Source: an optimization exercise on an open RTL-to-GDS flow (aim: small area, a short achievable clock period and few clock cycles). Production flows keep margins and buffers that such runs may drop. The RTL of this run was laid out without a check of its function. No activity file was given, so power comes from the tool's default toggle rates.

==> flow/design.v <==
package ppts_pkg;
  localparam int unsigned NEED_W     = 7;
  localparam int unsigned DUR_W      = 5;
  localparam int unsigned PRIO_W     = 2;
  localparam int unsigned CNT_W      = 32;
  localparam logic [DUR_W-1:0]  MaxDuration = 5'd20;
  localparam logic [PRIO_W-1:0] PrioBlock   = 2'd3;
  typedef enum logic [1:0] {
    STATUS_QUEUED  = 2'd0,
    STATUS_REFUSED = 2'd1,
    STATUS_INVALID = 2'd2,
    STATUS_TICK    = 2'd3
  } status_e;
  typedef enum logic {
    OP_TICK   = 1'b0,
    OP_SUBMIT = 1'b1
  } op_e;
  typedef struct packed {
    logic              operation;
    logic [NEED_W-1:0] task_processors;
    logic [DUR_W-1:0]  task_duration;
  } req_t;
  typedef struct packed {
    logic [1:0]        status;
    logic [6:0]        free_processors;
    logic [4:0]        queue_length;
    logic [6:0]        running_count;
    logic [4:0]        started_now;
    logic [6:0]        finished_now;
    logic [CNT_W-1:0]  tick_total;
    logic [CNT_W-1:0]  idle_total;
    logic [CNT_W-1:0]  completed_total;
    logic [CNT_W-1:0]  refusal_total;
  } res_t;
  typedef struct packed {
    logic [NEED_W-1:0] need;
    logic [DUR_W-1:0]  dur;
    logic [PRIO_W-1:0] prio;
  } wait_t;
  typedef struct packed {
    logic [NEED_W-1:0] need;
    logic [CNT_W-1:0]  due;
  } run_t;
endpackage
import ppts_pkg::*;
module processor_pool_task_scheduler #(
  parameter int unsigned QUEUE_DEPTH    = 16,
  parameter int unsigned RUN_SLOTS      = 64,
  parameter int unsigned MAX_PROCESSORS = 64
) (
  input  logic              clk_i,
  input  logic              rst_ni,
  input  logic              start,
  output logic              busy,
  input  logic [12:0]       req_i,
  output logic              result_valid_o,
  output logic [160:0]      result_o,
  input  logic              cfg_valid_i,
  output logic              cfg_ready_o,
  input  logic [6:0]        cfg_data_i
);
  localparam int unsigned QD = 16;
  localparam int unsigned NB = 20;
  logic [6:0]  pool_q, free_q, held_q, run_q;
  logic [4:0]  cnt_q;
  logic [31:0] tick_q, idle_q, done_q, ref_q;
  logic [1:0]  status_q;
  logic [4:0]  started_q;
  logic [6:0]  fin_q;
  logic        vld_q;
  logic        scan_q;
  logic [3:0]  ptr_q;
  logic [6:0]  thr_q;
  logic        thr_ok_q;
  logic        pv_q, p0_q, p1_q;
  logic [4:0]  pi_q;
  logic [6:0]  pn_q;
  logic [6:0]  qn_q [QD];
  logic [4:0]  qd_q [QD];
  logic [1:0]  qp_q [QD];
  logic [6:0]  bs_q [NB];
  logic [6:0]  bc_q [NB];
  logic [NB-1:0] bv_q;      
  logic [4:0]  hd_q;        
  logic [NB-1:0] hdo_q;     
  logic [4:0]  hd1, wi;
  logic [6:0]  h_s, h_c, h1_s, h1_c, w_rs, w_rc;
  logic [6:0]  hs_q, hc_q;    
  assign hd1  = (hd_q == 5'(NB - 1)) ? 5'd0 : hd_q + 5'd1;
  assign wi   = pi_q;
  assign h_s = hs_q;
  assign h_c = hc_q;
  always_comb begin
    h1_s = '0;
    h1_c = '0;
    w_rs = '0;
    w_rc = '0;
    for (int k = 0; k < NB; k++) begin
      if (bv_q[k] && hdo_q[(k + NB - 1) % NB]) begin
        h1_s = bs_q[k];
        h1_c = bc_q[k];
      end
      if (bv_q[k] && (wi == 5'(k))) begin
        w_rs = bs_q[k];
        w_rc = bc_q[k];
      end
    end
  end
  logic       is_sub, sub_bad, sub_full, sub_ok, tick_go, first, cfg_go;
  logic [6:0] r_need;
  logic [4:0] r_dur, r_dm1;
  assign r_need   = req_i[11:5];
  assign r_dur    = req_i[4:0];
  assign r_dm1    = (r_dur == 5'd0) ? 5'd0 : r_dur - 5'd1;
  assign is_sub   = start && !scan_q && req_i[12];
  assign sub_bad  = (r_need > pool_q) || (r_dur > 5'd20);
  assign sub_full = cnt_q[4];
  assign sub_ok   = is_sub && !sub_bad && !sub_full;
  assign first    = !scan_q;
  assign tick_go  = scan_q || (start && !req_i[12]);
  assign cfg_go   = cfg_valid_i && !scan_q && !pv_q;
  logic       p0, p1;
  logic [6:0] rs, rc;
  logic [7:0] thr_sum, idl_sum;
  assign p0   = p0_q;
  assign p1   = p1_q;
  assign rs   = h_s + (p0 ? pn_q : 7'd0);
  assign rc   = h_c + (p0 ? 7'd1 : 7'd0);
  logic [6:0] run_b, rel_free;
  logic [7:0] rel_sum;
  logic       full, fallback;
  assign run_b    = first ? run_q - rc : run_q;
  assign full     = run_q[6] && (scan_q || ((h_c == 7'd0) && !p0_q));
  assign rel_sum  = idl_sum;
  assign rel_free = (rel_sum > {1'b0, pool_q}) ? pool_q : rel_sum[6:0];
  assign fallback = first && !thr_ok_q;
  logic [6:0] run_b1;
  logic [4:0] cnt_m1, st_b, st_b1;
  assign run_b1 = run_b + 7'd1;
  assign cnt_m1 = cnt_q - 5'd1;
  assign st_b   = first ? 5'd0 : started_q;
  assign st_b1  = st_b + 5'd1;
  logic [6:0] thr;
  logic [3:0] ptr;
  assign thr = thr_q;
  assign ptr = first ? 4'd0 : ptr_q;
  logic [QD-1:0] cand, fit, hit, seen, fh;
  always_comb begin
    for (int i = 0; i < QD; i++) begin
      cand[i] = (4'(i) >= ptr) && (5'(i) < cnt_q);
      fit[i]  = (qn_q[i] <= thr) && !full;
      hit[i]  = cand[i] && (fit[i] || (qp_q[i] == 2'd3));
    end
    seen[0] = hit[0];
    for (int i = 1; i < QD; i++) seen[i] = seen[i-1] | hit[i];
    fh[0] = hit[0];
    for (int i = 1; i < QD; i++) fh[i] = hit[i] && !seen[i-1];
  end
  logic       st_now, last, go, start_go;
  logic [6:0] s_need, s_free;
  logic       s_d0, s_d1;
  logic [4:0] s_dm1;
  logic [3:0] h_idx;
  always_comb begin
    st_now = 1'b0;
    last   = 1'b0;
    s_need = '0;
    s_free = '0;
    s_dm1  = '0;
    s_d0   = 1'b0;
    s_d1   = 1'b0;
    h_idx  = '0;
    for (int i = 0; i < QD; i++) begin
      st_now = st_now | (fh[i] & fit[i]);
      last   = last | (fh[i] & (5'(i) + 5'd1 == cnt_q));
      s_need = s_need | ({7{fh[i]}} & qn_q[i]);
      s_dm1  = s_dm1  | ({5{fh[i]}} & qd_q[i]);
      s_d0   = s_d0 | (fh[i] & (qd_q[i] == 5'd0));
      s_d1   = s_d1 | (fh[i] & (qd_q[i] == 5'd1));
      h_idx  = h_idx  | ({4{fh[i]}} & 4'(i));
    end
  end
  assign go       = tick_go && !fallback;
  logic [4:0] pa;
  logic [5:0] pa_s;
  assign pa_s = {1'b0, first ? hd1 : hd_q} + {1'b0, s_dm1};
  assign pa   = (pa_s >= 6'(NB)) ? 5'(pa_s - 6'(NB)) : pa_s[4:0];
  assign s_free = thr - s_need;
  assign start_go = go && st_now;
  logic [6:0] cfg_tot, cfg_free;
  always_comb begin
    cfg_tot = cfg_data_i;
    if (cfg_data_i == 7'd0) cfg_tot = 7'd1;
    else if (cfg_data_i > 7'd64) cfg_tot = 7'd64;
    cfg_free = (cfg_tot > held_q) ? cfg_tot - held_q : 7'd0;
  end
  logic [6:0] tb_s;
  logic       tb_p;
  assign tb_s    = first ? h1_s : h_s;
  assign tb_p    = first ? p1 : p0;
  assign thr_sum = {1'b0, thr} + {1'b0, tb_s} + (tb_p ? {1'b0, pn_q} : 8'd0);
  assign idl_sum = {1'b0, free_q} + {1'b0, h_s} + (p0 ? {1'b0, pn_q} : 8'd0);
  assign busy           = scan_q;
  assign cfg_ready_o    = !scan_q && !pv_q;
  assign result_valid_o = vld_q;
  assign result_o = {status_q, free_q, cnt_q, run_q, started_q, fin_q,
                     tick_q, idle_q, done_q, ref_q};
  always_ff @(posedge clk_i or negedge rst_ni) begin
    if (!rst_ni) begin
      pool_q    <= 7'd16;
      free_q    <= 7'd16;
      held_q    <= '0;
      run_q     <= '0;
      cnt_q     <= '0;
      tick_q    <= '0;
      idle_q    <= '0;
      done_q    <= '0;
      ref_q     <= '0;
      status_q  <= '0;
      started_q <= '0;
      fin_q     <= '0;
      vld_q     <= 1'b0;
      scan_q    <= 1'b0;
      ptr_q     <= '0;
      thr_q     <= 7'd16;
      thr_ok_q  <= 1'b1;
      pv_q      <= 1'b0;
      p0_q      <= 1'b0;
      p1_q      <= 1'b0;
      pi_q      <= '0;
      pn_q      <= '0;
    end else begin
      vld_q <= 1'b0;
      pv_q   <= start_go;
      p0_q   <= start_go && s_d0;
      p1_q   <= start_go && s_d1;
      pi_q   <= pa;
      pn_q   <= s_need;
      held_q <= held_q - ((tick_go && first) ? rs : 7'd0) + (pv_q ? pn_q : 7'd0);
      if (!tick_go) begin
        thr_q    <= rel_free;
        thr_ok_q <= !cfg_go;
      end
      if (cfg_go) begin
        pool_q <= cfg_tot;
        free_q <= cfg_free;
      end
      if (is_sub) begin
        vld_q     <= 1'b1;
        started_q <= '0;
        fin_q     <= '0;
        if (sub_bad) begin
          status_q <= 2'd2;
        end else if (sub_full) begin
          status_q <= 2'd1;
          ref_q    <= ref_q + 32'd1;
        end else begin
          status_q <= 2'd0;
          cnt_q    <= cnt_q + 5'd1;
        end
      end
      if (tick_go) begin
        run_q <= start_go ? run_b1 : run_b;
        if (first) begin
          status_q <= 2'd3;
          fin_q    <= rc;
          tick_q   <= tick_q + 32'd1;
          done_q   <= done_q + 32'(rc);
        end
        if (fallback) begin
          free_q    <= rel_free;
          thr_q     <= rel_free;
          ptr_q     <= '0;
          scan_q    <= 1'b1;
          thr_ok_q  <= 1'b0;
          started_q <= '0;
        end else begin
          free_q    <= st_now ? s_free : thr;
          cnt_q     <= st_now ? cnt_m1 : cnt_q;
          ptr_q     <= h_idx;
          scan_q    <= st_now && !last;
          vld_q     <= !st_now || last;
          thr_q     <= st_now ? s_free : ((thr_sum > {1'b0, pool_q}) ? pool_q : thr_sum[6:0]);
          thr_ok_q  <= !st_now;
          started_q <= st_now ? st_b1 : st_b;
          if (!st_now && (run_b == 7'd0)) begin
            idle_q <= idle_q + 32'd1;
          end
        end
      end
    end
  end
  logic rel, wv;
  assign rel = tick_go && first;
  assign wv  = pv_q && !(rel && p0_q);
  always_ff @(posedge clk_i or negedge rst_ni) begin
    if (!rst_ni) begin
      bv_q <= '0;
      hd_q <= '0;
      hdo_q <= NB'(1);
      hs_q <= '0;
      hc_q <= '0;
    end else begin
      if (rel) begin
        hs_q <= p1_q ? w_rs + pn_q : h1_s;
        hc_q <= p1_q ? w_rc + 7'd1 : h1_c;
      end else if (p0_q) begin
        hs_q <= w_rs + pn_q;
        hc_q <= w_rc + 7'd1;
      end
      for (int k = 0; k < NB; k++) begin
        if (wv && (wi == 5'(k))) begin
          bv_q[k] <= 1'b1;
        end else if (rel && hdo_q[k]) begin
          bv_q[k] <= 1'b0;
        end
      end
      if (rel) begin
        hd_q  <= hd1;
        hdo_q <= {hdo_q[NB-2:0], hdo_q[NB-1]};
      end
    end
  end
  always_ff @(posedge clk_i) begin
    for (int k = 0; k < NB; k++) begin
      if (wv && (wi == 5'(k))) begin
        bs_q[k] <= w_rs + pn_q;
        bc_q[k] <= w_rc + 7'd1;
      end
    end
  end
  always_ff @(posedge clk_i) begin
    for (int i = 0; i < QD; i++) begin
      if (go) begin
        if (st_now && seen[i]) begin
          if (i < QD - 1) begin
            qn_q[i] <= qn_q[(i < QD - 1) ? i + 1 : i];
            qd_q[i] <= qd_q[(i < QD - 1) ? i + 1 : i];
            qp_q[i] <= qp_q[(i < QD - 1) ? i + 1 : i];
          end
        end else if (cand[i] && !seen[i]) begin
          qp_q[i] <= qp_q[i] + 2'd1;
        end
      end else if (sub_ok && (cnt_q[3:0] == 4'(i))) begin
        qn_q[i] <= r_need;
        qd_q[i] <= r_dm1;
        qp_q[i] <= 2'd0;
      end
    end
  end
endmodule
==> flow/run.sh <==
#!/bin/bash
# synth_recipe.tcl (not shown) runs the flow's synth.tcl, then flattens the netlist and writes it again
# the make line also repeats each setting of config.mk as NAME=value (left out here)
make -C /OpenROAD-flow-scripts/flow DESIGN_CONFIG=/design/flow/config.mk WORK_HOME=/design/flow/orfs CLKGATE_MAP_FILE= SYNTH_SCRIPT=/design/flow/synth_recipe.tcl finish
==> flow/config.mk <==
export PLATFORM = sky130hd
export DESIGN_NAME = processor_pool_task_scheduler
export DESIGN_NICKNAME = processor_pool_task_scheduler
export VERILOG_FILES = /design/flow/design.v
export SDC_FILE = /design/flow/constraint.sdc
export NUM_CORES = 4
export LEC_CHECK = 0
export CAP_MARGIN = 20
export CORE_MARGIN = 2
export CORE_UTILIZATION = 40
export SETUP_SLACK_MARGIN = 4.0
export SLEW_MARGIN = 20
==> flow/constraint.sdc <==
create_clock -name core_clock -period 8.0 [get_ports {clk_i}]
set_input_delay 1.6000 -clock core_clock [delete_from_list [all_inputs] [get_ports {clk_i}]]
set_output_delay 1.6000 -clock core_clock [all_outputs]
set_load 0.01 [all_outputs]
==> out/results.txt <==
Summed negative setup slack over all endpoints: 0 ps. In the final layout, the share of cells above drive strength 1 is 20.88%. In this run switching power makes up 44.60% of total power. The total non-filler cell area in the finished layout is 54750 um2, and the portion of the clock cycle consumed by the worst path in the final layout is 64.88%. The detailed router placed 36708 vias in this run. Pin placement for this block handled 188 I/O pins. Traced cell by cell, the critical path runs through inv_1, o31a_2, nand2_1, nor2_2, a22o_1, mux2i_1, nand3_1, a221oi_2, nand3_2, ha_4, a21oi_2, xnor2_2, ha_2, nand2_2, nand2_2, a221oi_4, buf_4, xnor2_2.

The critical path contains buffers and inverters numbering 2 combined. In this run, the clock network consumes 14.2% of the power. For this design, the sink count on the clock tree is 767. The power per cell area works out to 537.7 nW/um2. Clock-pin slew was measured on the worst setup and hold paths at 60 ps. The pre-antenna-repair detailed-routing pass consisted of 7 iterations. The library cells used most frequently in the layout, excluding fill and tap cells, are 504 x sky130_fd_sc_hd__edfxtp_1, 339 x sky130_fd_sc_hd__nand2_1, 250 x sky130_fd_sc_hd__buf_4. Static timing analysis puts the maximum clock frequency at 192.7 MHz. The actual transition at the worst max-transition pin was 1074 ps; the average cell area after synthesis was 10.90 um2.

Half-perimeter wire length after detailed placement: 110500 um. Sequential cells burn 26.3% of the power. During placement, the flow inserted port buffers numbering 187.

On the final layout, the worst hold slack is 463.0 ps. Along the worst path, the maximum fanout reaches 11. The number of max-slew violations in the final report is 0.

The worst setup path endpoint was pi_q[2]. The tool flagged a number of max-cap violations equal to 0. In this run, synthesis produced a sequential element count of 767. The tools report the number of setup violations in the final report as 0. Counting the fill cells in the layout gives 9482. Hold repair after CTS inserted 0 buffers.

The critical-path cell with the highest stage delay was sky130_fd_sc_hd__dfrtp_1. The floorplan step defined a core boundary enclosing 107200 um2. The number of global-route vias before repair came out at 35231. In this run the power spent charging and discharging nets is 13130 uW. The most frequent standard cell in the layout excluding fill and tap cells is sky130_fd_sc_hd__edfxtp_1. Internal power comes to 16310 uW. The global router's overall resource usage was 27.22%; the placed instance area was 47210 um2. The cell sitting at the root of the clock tree is a sky130_fd_sc_hd__clkbuf_16. The number of nets at the end of the flow is 4653, and the required time at the worst-slack endpoint is 8620 ps. Clock latency on the worst-skew pair, taken at its later pin, is 700 ps. Counting the buffers created by CTS gives 88.

The fraction of power consumed by combinational cells is 59.5%, and the maximum number of pins on one net before global-route repair is 152. For the worst flop-to-flop path, the logic depth is 18. For the weighted congestion reported at the end of routability-driven placement, the log shows 0.9527. The tools report the number of antenna violations at the first check in global routing as 5.

The run gives 4391 as the number of DRC markers after the initial detailed-route iteration. The critical setup path kind was flip-flop to flip-flop. The tightest min-delay check is of the flip-flop to flip-flop type. Row generation in the floorplan step produced 120 rows. Dividing the detail-routed via count by the number of cells gives 6.271.

Horizontal die dimension: 332.9 um. For this configuration, the core starts out at a cell density of 40.36%. The flow ran to the end and the layout has no timing, DRC or antenna violations.

The clock passes through at most 3 buffers. The final critical delay including setup and external delays works out to 5190 ps. Measured against its own limit, the worst slew margin works out to 28.00%. In this run the remaining antenna-violating nets after routing total 0.

In this run the cell area of the synthesized design comes to 43260 um2. The largest stage delay on the critical path was 780 ps; the final hold violation count was 0. The first global-routing pass estimated 230600 um of wire. Dividing the detail-routed wire length by the instance count gives 26.90 um. Counting every instance in the synthesized netlist gives 3970. After detailed routing, the number of remaining DRC violations is 0. For this block, the routed nets add up to 157500 um of wire. Start of the worst register-to-register path: run_q[6].

TritonCTS built the clock tree. The share of the Yosys chip area taken by registers is 50.21%. Setup repair after global routing could not meet its margin everywhere.

The kind of launch point of the worst setup path is a flip-flop. Tracing the worst setup path back leads to its startpoint at run_q[6]. The post-synthesis net count came out at 4247. For the post-route clock skew, the log shows 47.36 ps. For this design the static power due to leakage is 0.02199 uW.

The post-synthesis to final-layout area growth was 26.56%; the data arrival at the endpoint of the critical path was 5810 ps. The tools report the sort of element at the end of the critical path as a flip-flop. The number of distinct standard cells referenced by the synthesized netlist came out at 117. The destination of the worst register-to-register timing path was pi_q[2]. CTS built an H-tree with a depth of 3. Counting flops with an async set or reset pin after synthesis yields a share of 34.29%. The most common flop cell mapped by yosys was sky130_fd_sc_hd__edfxtp_1.

In this run the number of cells on the critical path is 18. The logs give 447.7 uV for the maximum vdd drop and 7 for the Yosys warning count. In this run the register-to-register setup slack is 2810 ps. In this design, the largest share of critical-path delay is due to compound AO/OA/AOI/OAI gates. Measured along the y axis, the die boundary spans 332.9 um. The total overflow left after global routing is 0. The area of the die is 110800 um2, and the number of flops mapped to enable cells by yosys is 504.
[worst min path at each step]
stage                           from          to  cells after the start  slack, ps
after floorplan              bv_q[0]     bv_q[0]                      1        460
after global placement    tick_q[31]  tick_q[31]                      1        460
after detailed placement  done_q[31]  done_q[31]                      1        460
after CTS                 tick_q[31]  tick_q[31]                      1        470
after global routing      tick_q[31]  tick_q[31]                      1        490
final                     tick_q[31]  tick_q[31]                      1        460
[metrics by stage]
step | cells | worst slack, ps | power [uW] | util [%]
floorplan | 3970 | 3010 | 15960 | -
global placement | 5446 | 1647 | 20140 | 44.02
detailed placement | 5446 | 1577 | 20310 | 44.03
CTS | 5769 | 2887 | 26850 | 49.24
global route | 5853 | 2697 | 30830 | 51.07
finish | 5854 | 2810 | 29440 | 51.07
[flip-flops by register name (all words and copies together) (netlist names), 7 cells and up, named ones only]
name / count
fin_q: 7
idle_q: 32
bc_q: 140
qn_q: 112
hdo_q: 20
hs_q: 7
tick_q: 32
qd_q: 80
free_q: 7
bs_q: 140
qp_q: 32
thr_q: 7
done_q: 32
pn_q: 7
ref_q: 32
pool_q: 7
held_q: 7
run_q: 7
hc_q: 7
bv_q: 20
[per-layer routing]
metal  share of wire (%)  GRT usage (%)  wire length (um)
met5               0.023              0                37
met4                 5.1          11.19              8083
met3                 8.0          4.833             12560
met2                  48          45.56             74870
met1                  39          34.79             61960
[cells in the mapped netlist (58+ instances only)]
cell type	n	area, um2
sky130_fd_sc_hd__o21ai_0	148	740.7
sky130_fd_sc_hd__a22oi_1	85	638.1
sky130_fd_sc_hd__edfxtp_1	504	15130
sky130_fd_sc_hd__nand4_1	79	494.2
sky130_fd_sc_hd__ha_1	225	2815
sky130_fd_sc_hd__o22ai_1	58	362.9
sky130_fd_sc_hd__nor2_1	216	810.8
sky130_fd_sc_hd__xnor2_1	139	1217
sky130_fd_sc_hd__and3_1	80	500.5
sky130_fd_sc_hd__nand2_1	362	1359
sky130_fd_sc_hd__a21oi_1	152	760.7
sky130_fd_sc_hd__a221oi_1	58	508.0
sky130_fd_sc_hd__a21o_1	215	1614
sky130_fd_sc_hd__dfrtp_1	258	6456
sky130_fd_sc_hd__inv_1	132	495.5
sky130_fd_sc_hd__nand3_1	156	780.8
sky130_fd_sc_hd__clkbuf_1	168	630.6
[timing repair]
item	CTS	global route
setup endpoints to repair	734	364
cloned	6	5
pin swaps	100	109
setup buffers	153	78
gates resized for setup	278	266
[logic make-up after synthesis]
group / Yosys count / synth area share, %
adder cells (fa/ha/maj): 253 / 7.803
XOR/XNOR: 176 / 3.563
AND/OR/NAND/NOR: 1225 / 14.52
multiplexers: 49 / 1.163
flip-flops: 767 / 50.21
AO/OA/AOI/OAI: 1157 / 19.54
buffers and inverters: 343 / 3.207
[power groups by stage]
stage                     combinational [uW]  sequential, uW  clock [uW]
after global routing                   18600            7830        4370
after detailed placement               12500            7770           0
after CTS                              15000            7680        4210
final                                  17500            7760        4170
after floorplan                         8780            7180           0
after global placement                 12400            7770           0
[final cells by class]
type | instances | area, um2 | share of cell area, %
antenna | 1 | 2.502 | 0.004570
clock buffer | 110 | 2346 | 4.285
clock inverter | 54 | 601.8 | 1.099
inverter | 133 | 529.3 | 0.9666
multi-input combinational | 2867 | 22750 | 41.54
sequential | 767 | 21750 | 39.73
tap | 1403 | 1755 | 3.206
timing repair buffer | 519 | 5019 | 9.166

[separate check: timing with driven ports]
In the flow no input, the clock included, has a driving cell. The finished layout below was timed again as built, in two steps.
Step 1 (the two cells are an assumption about what drives the block):
set clk [get_ports {clk_i}]
set_driving_cell -lib_cell sky130_fd_sc_hd__clkbuf_16 $clk
set_driving_cell -lib_cell sky130_fd_sc_hd__buf_2 [delete_from_list [all_inputs] $clk]
Step 2 times the ports against the registers' clock, not the clock port: input delays grow and output delays shrink by t, the midpoint of the rising clock arrivals with the driver on.
a / b / c = no drivers / after step 1 / after step 2; a / b = the first two.
shift t [ns]: 0.746
setup WS [ns]: 2.810 / 2.810 / 2.810
worst register clock-pin slew, ns: 0.07 / 0.07
worst data-port slew with drivers (ns): 0.15
After both steps this run still meets setup and hold. The setup slack of this run moves by 0.000 ns with the drivers and by 0.000 ns with both steps.
